Context: an optimization exercise on an open-source flow, tuned for small area and few clock cycles per item. The choices shown serve that exercise and are no tape-out recipe.
Only simulation tests tie the RTL to the original design; equivalence was not proved.
Power and IR drop assume default switching activity.

## design/flow/config.mk

```make
export PLATFORM = sky130hd
export DESIGN_NAME = stable_priority_queue
export DESIGN_NICKNAME = stable_priority_queue
export VERILOG_FILES = /design/flow/design.v
export SDC_FILE = /design/flow/constraint.sdc
export NUM_CORES = 4
export LEC_CHECK = 0
export CAP_MARGIN = 20
export CORE_MARGIN = 2
export CORE_UTILIZATION = 40
export SLEW_MARGIN = 20
```

## design/flow/constraint.sdc

```tcl
create_clock -name core_clock -period 3.5 [get_ports {clk}]
set_input_delay 0.7000 -clock core_clock [delete_from_list [all_inputs] [get_ports {clk}]]
set_output_delay 0.7000 -clock core_clock [all_outputs]
set_load 0.01 [all_outputs]
```

## design/flow/design.v

```verilog
package spq_pkg;
  localparam int SPQ_DEPTH         = 16;
  localparam int SPQ_PAYLOAD_BITS  = 32;
  localparam int SPQ_PRIORITY_BITS = 8;
  typedef enum logic {
    OP_ENQ = 1'b0,
    OP_DEQ = 1'b1
  } spq_op_t;
  typedef enum logic [1:0] {
    ST_DONE  = 2'd0,
    ST_EMPTY = 2'd1,
    ST_FULL  = 2'd2
  } spq_status_t;
  typedef struct packed {
    logic enq;
    logic deq;
  } spq_ctl_t;
endpackage
module spq_cell
#(
  parameter int PAYLOAD_BITS  = spq_pkg::SPQ_PAYLOAD_BITS,
  parameter int PRIORITY_BITS = spq_pkg::SPQ_PRIORITY_BITS
) (
  input  logic                            clk,
  input  spq_pkg::spq_ctl_t               ctl,
  input  logic                            occupied,
  input  logic [PAYLOAD_BITS-1:0]         new_payload,
  input  logic signed [PRIORITY_BITS-1:0] new_prio,
  input  logic                            left_keep,
  input  logic [PAYLOAD_BITS-1:0]         left_payload,
  input  logic signed [PRIORITY_BITS-1:0] left_prio,
  input  logic [PAYLOAD_BITS-1:0]         right_payload,
  input  logic signed [PRIORITY_BITS-1:0] right_prio,
  output logic                            keep,
  output logic [PAYLOAD_BITS-1:0]         payload,
  output logic signed [PRIORITY_BITS-1:0] prio
);
  logic [PAYLOAD_BITS-1:0]         payload_r, payload_nxt;
  logic signed [PRIORITY_BITS-1:0] prio_r, prio_nxt;
  assign keep = occupied && (prio_r >= new_prio);
  always_comb begin
    payload_nxt = payload_r;
    prio_nxt    = prio_r;
    if (ctl.enq && !keep) begin
      if (left_keep) begin
        payload_nxt = new_payload;
        prio_nxt    = new_prio;
      end else begin
        payload_nxt = left_payload;
        prio_nxt    = left_prio;
      end
    end else if (ctl.deq) begin
      payload_nxt = right_payload;
      prio_nxt    = right_prio;
    end
  end
  always_ff @(posedge clk) begin
    payload_r <= payload_nxt;
    prio_r    <= prio_nxt;
  end
  assign payload = payload_r;
  assign prio    = prio_r;
endmodule
module stable_priority_queue
#(
  parameter int DEPTH         = spq_pkg::SPQ_DEPTH,
  parameter int PAYLOAD_BITS  = spq_pkg::SPQ_PAYLOAD_BITS,
  parameter int PRIORITY_BITS = spq_pkg::SPQ_PRIORITY_BITS,
  parameter int CNT_W         = $clog2(DEPTH + 1)
) (
  input  logic                            clk,
  input  logic                            rst_n,
  input  logic                            in_valid,
  output logic                            in_ready,
  input  logic                            in_opcode,
  input  logic [PAYLOAD_BITS-1:0]         in_payload,
  input  logic signed [PRIORITY_BITS-1:0] in_priority,
  output logic                            out_valid,
  input  logic                            out_ready,
  output logic [1:0]                      out_status,
  output logic [PAYLOAD_BITS-1:0]         out_item,
  output logic [CNT_W-1:0]                out_occupancy
);
  logic [CNT_W-1:0]        count_r, count_nxt;
  logic                    out_valid_r;
  logic [1:0]              status_r, status_nxt;
  logic [PAYLOAD_BITS-1:0] item_r, item_nxt;
  logic [CNT_W-1:0]        occ_r;
  logic     fire, full, empty, is_deq;
  spq_pkg::spq_ctl_t ctl;
  logic [PAYLOAD_BITS-1:0]         pay_w  [DEPTH];
  logic signed [PRIORITY_BITS-1:0] prio_w [DEPTH];
  logic                            keep_w [DEPTH];
  assign in_ready    = !out_valid_r || out_ready;
  assign fire        = in_valid && in_ready;
  assign full        = (count_r == CNT_W'(DEPTH));
  assign empty       = (count_r == '0);
  assign is_deq      = (in_opcode == spq_pkg::OP_DEQ);
  assign ctl.enq     = fire && !is_deq && !full;
  assign ctl.deq     = fire && is_deq && !empty;
  for (genvar i = 0; i < DEPTH; i++) begin : g_cell
    logic                            lkeep;
    logic [PAYLOAD_BITS-1:0]         lpay, rpay;
    logic signed [PRIORITY_BITS-1:0] lprio, rprio;
    if (i == 0) begin : g_head
      assign lkeep = 1'b1;
      assign lpay  = in_payload;
      assign lprio = in_priority;
    end else begin : g_body
      assign lkeep = keep_w[i-1];
      assign lpay  = pay_w[i-1];
      assign lprio = prio_w[i-1];
    end
    if (i == DEPTH - 1) begin : g_tail
      assign rpay  = pay_w[i];
      assign rprio = prio_w[i];
    end else begin : g_inner
      assign rpay  = pay_w[i+1];
      assign rprio = prio_w[i+1];
    end
    spq_cell #(
      .PAYLOAD_BITS  (PAYLOAD_BITS),
      .PRIORITY_BITS (PRIORITY_BITS)
    ) u_cell (
      .clk           (clk),
      .ctl           (ctl),
      .occupied      (CNT_W'(i) < count_r),
      .new_payload   (in_payload),
      .new_prio      (in_priority),
      .left_keep     (lkeep),
      .left_payload  (lpay),
      .left_prio     (lprio),
      .right_payload (rpay),
      .right_prio    (rprio),
      .keep          (keep_w[i]),
      .payload       (pay_w[i]),
      .prio          (prio_w[i])
    );
  end
  always_comb begin
    count_nxt  = count_r;
    status_nxt = spq_pkg::ST_DONE;
    item_nxt   = '0;
    if (ctl.enq) begin
      count_nxt = count_r + CNT_W'(1);
    end else if (ctl.deq) begin
      count_nxt = count_r - CNT_W'(1);
      item_nxt  = pay_w[0];
    end else if (is_deq) begin
      status_nxt = spq_pkg::ST_EMPTY;
    end else begin
      status_nxt = spq_pkg::ST_FULL;
    end
  end
  always_ff @(posedge clk) begin
    if (!rst_n) begin
      count_r     <= '0;
      out_valid_r <= 1'b0;
    end else begin
      if (fire) begin
        count_r     <= count_nxt;
        out_valid_r <= 1'b1;
      end else if (out_ready) begin
        out_valid_r <= 1'b0;
      end
    end
    if (fire) begin
      status_r <= status_nxt;
      item_r   <= item_nxt;
      occ_r    <= count_nxt;
    end
  end
  assign out_valid     = out_valid_r;
  assign out_status    = status_r;
  assign out_item      = item_r;
  assign out_occupancy = occ_r;
endmodule
```

## design/flow/run.sh

```bash
#!/bin/bash
# synth_recipe.tcl (not shown) runs the flow's synth.tcl, then flattens the netlist and writes it again
# the make line also repeats each setting of config.mk as NAME=value (left out here)
make -C /OpenROAD-flow-scripts/flow DESIGN_CONFIG=/design/flow/config.mk WORK_HOME=/design/flow/orfs CLKGATE_MAP_FILE= SYNTH_SCRIPT=/design/flow/synth_recipe.tcl finish
```

==> summary.md <==
| Metric | Value |
|---|---|
| Outcome | `finished clean` |
| Top Layer Used | `met4` |
| Relative slew slack | `approximately two fifths` |
| I/O pin cnt | `86` |
| Congestion Overflow GR | `0` |
| Met2 Wirelength | `roughly 55000 µm` |
| Synth top area share | `between 50% and 60%` |
| Nature of the critical path startpoint | `input port` |
| Initial Utilization | `40.5%` |
| Buf+Inv Stages, Crit Path | `4` |
| Netlist Area Pre-Place | `roughly 38000 µm²` |
| Power Total | `roughly 25 mW` |
| Synth area leader | `edfxtp_1` |
| Share of layout cells above drive strength 1 | `22.7%` |
| Slew Viols, Final | `0` |
| First-pass GRT wire length | `between 150000 and 200000 µm` |
| Final hold vios | `0` |
| Crit path top cell by count | `mux2_2` |
| Detailed Route WL | `about 120000 µm` |
| Worst-path maximum fanout | `16` |
| Die width | `312 µm` |
| Met3 wire length | `between 7000 and 8000 µm` |
| Fillers | `about 8400` |
| H-tree Lvls | `3` |
| DIE AREA | `97100 µm²` |
| Port buffer count | `85` |
| DRT iter0 DRCs | `about 2700` |
| Vias in the first global route | `about 28000` |
| # setup viols final | `0` |
| CP delay by family, top | `compound AO/OA/AOI/OAI gates` |
| Total Routing Usage GR | `24.1%` |
| Max Cap Violations | `0` |
| Clock-pin slew on the worst setup and hold paths | `about 60 ps` |
| Multi-input gate area | `16300 µm²` |
| Core Area | `roughly 93000 µm²` |
| CTS tree | `done` |
| Synthesis-to-finish area growth | `19.6%` |
| Detailed Routing Iterations Pass 1 | `7` |
| DRC violations left | `0` |
| #FFs+latches synth | `around 700` |
| Die Ht | `approximately 310 µm` |
| Main synth FF type | `edfxtp_1` |
| DR vias | `between 20000 and 30000` |
| Critical Path Sink Type | `flip-flop` |
| Layout Skew | `between 20 and 30 ps` |
| Critical path's slowest cell | `a2111oi_0` |
| Ys async rst share | `0%` |
| Syn_nets | `3466` |
| Nets | `3617` |
| Critical-path cell list | `clkdlybuf4s50_1 > buf_4 > inv_12 > ha_1 > a21o_1 > a2111oi_0 > o31ai_1 > nand2_2 > buf_12 > mux2_2 > mux2_2` |
| Register area | `approximately 21000 µm²` |
| Distinct cells, synth | `57` |
| Post-DP HPWL | `about 80000 µm` |
| Kind of critical path | `input port to flip-flop` |
| RSZ-0062 raised after global routing | `no` |
| Post-route ant nets | `0` |
| Avg Synthesized Cell Area | `roughly 11 µm²` |
| Most frequent cells in the layout | `edfxtp_1, mux2_2, nor2_1` |
| Hold Path Class | `flip-flop to flip-flop` |
| Final GP Congestion | `0.874` |
| Period minus WS final | `roughly 3300 ps` |
| LEAKAGE | `roughly 16 nW` |
| Total CTS buffers | `79` |
| Post-synth EDFFs | `679` |
| Met1 wire length | `approximately 54000 µm` |
| Worst Path Required | `3880 ps` |
| Clock sink total | `between 600 and 700` |
| Placed inst area | `42700 µm²` |
| Finished Cell Area | `about 45000 µm²` |
| Commonest non-fill, non-tap cell in the layout | `edfxtp_1` |
| PD cells | `555 nW/µm²` |
| Post-CTS Setup Repair Bufs | `0` |
| Clock Path Buffers | `3` |
| Cells after synthesis | `roughly 3300` |
| Vias per cell | `5.88` |
| Yosys warns | `5` |
| Clock Latency Late Sink | `about 650 ps` |
| Core Rows | `about 110` |
| Tightest Pin Transition | `~910 ps` |
| Largest stage delay, worst path | `~520 ps` |
| Peak VDD IR | `approximately 0.00039 V` |
| Part of the Yosys area used for sequential elements | `between 50% and 60%` |
| Clk root buf | `clkbuf_16` |
| Final period utilization | `a little over nine tenths` |
| Synth area leaders | `edfxtp_1, mux2_2, mux2i_1` |
| Worst path arrival time | `about 3700 ps` |
| Drt wl/cell | `approximately 25 µm` |
| F_max | `around 300 MHz` |
| Largest net degree at the start of global routing | `51` |
| Initial antenna violation count | `4` |
## cells in the mapped netlist, types with 12 or more instances
library cell	n
a21o_1	26
a21oi_1	142
a31oi_1	170
and2_1	41
buf_2	101
buf_4	12
clkbuf_1	171
edfxtp_1	679
ha_1	131
inv_1	43
mux2_1	19
mux2_2	334
mux2i_1	248
nand2_1	222
nand2b_1	17
nand3_1	167
nor2_1	306
o21ai_0	297
o22ai_1	42
## registers in the layout (all words and copies together) (netlist names)
signal / flops
item_r: 32
occ_r: 5
out_valid_r: 1
status_r: 2
g_cell.u_cell.payload_r: 512
g_cell.u_cell.prio_r: 128
count_r: 5
## metal layers
metal  track usage [%]  up-vias
li1                  -    12700
met1              34.1    14100
met2              38.8     1027
met3              3.61      149
met4              6.07        0
met5                 0        -
## metrics by stage
step,utilization [%],setup WS [ps],std cells,TNS [ps],hold WS [ps]
floorplan,-,13.0,3290,0,515
global placement,45.7,-441,4614,-231330,526
detailed placement,45.7,-439,4614,-257610,531
CTS,48.4,212,4756,0,541
global route,48.4,3.52,4758,0,556
finish,48.4,175,4758,0,541
## worst paths after layout
kind                                                 start                                         to  slack [ps]  cells after the start
setup / recovery                            in_priority[5]   g_cell[14].u_cell.payload_r[7]$_DFFE_PP_         180                     11
hold / removal    g_cell[0].u_cell.payload_r[30]$_DFFE_PP_                   item_r[30]$_SDFFCE_PP0P_         540                      1
setup reg to reg     g_cell[11].u_cell.prio_r[0]$_DFFE_PP_  g_cell[12].u_cell.payload_r[16]$_DFFE_PP_         430                     10
hold reg to reg   g_cell[0].u_cell.payload_r[30]$_DFFE_PP_                   item_r[30]$_SDFFCE_PP0P_         540                      1
## where the power goes
group | switching [mW] | internal, mW
clock | 3.51 | 4.73
sequential | 0.624 | 10.4
combinational | 3.45 | 2.36
total | 7.58 | 17.5
## logic make-up (layout without fill, tap and decap cells)
group	after synthesis	after routing	synth area share, %
and+or+nand+nor	796	796	9.15
adders and majority gates	131	131	4.33
xor gates and xnor gates	3	3	0.0695
buffers and inverters	330	542	3.73
other	0	2	0
AOI/OAI and AO/OA	744	744	11.4
DFF	685	685	54.2
muxes	601	601	17.1
## area by class of cell
type	count	share of cell area, %
diodes	2	0.0111
clock buffers	98	4.57
clock inverters	44	0.976
inverters	44	0.509
multi-input cells	2275	36.0
flip-flops and latches	685	45.3
well taps	1254	3.47
repair buffers	356	9.14
## repair_timing
item                                    CTS  global route
hold buffers                              0             0
resized for setup                         0             1
endpoints found under the setup margin    0             1
Testbench counts, summed over its fixed seeds: cycles 24,008, items 24,000.

==> static timing again, ports no longer ideal <==
How much do the figures lean on ideal ports? The routed layout below was timed once more, with nothing changed but the port constraints.
Step 1: set_driving_cell puts a clkbuf_16 on clk and a buf_2 on each other input, an assumption about the parent block.
Step 2 times the ports against the registers' clock, not the clock port: input delays grow and output delays shrink by t, the midpoint of the rising clock arrivals with the driver on.
Three values: ideal ports, drivers, drivers and shift; two values: the first two.
t (ns): 0.704
setup slack, ns: 0.175 / 0.218 / -0.486
worst setup path at the end: input to register
worst register clock-pin slew, ns: 0.06 / 0.06
Met with ideal ports but missed after step 2: setup timing in this run. For this run, drivers alone change the setup slack by +0.043 ns; drivers and shift together by -0.661 ns.
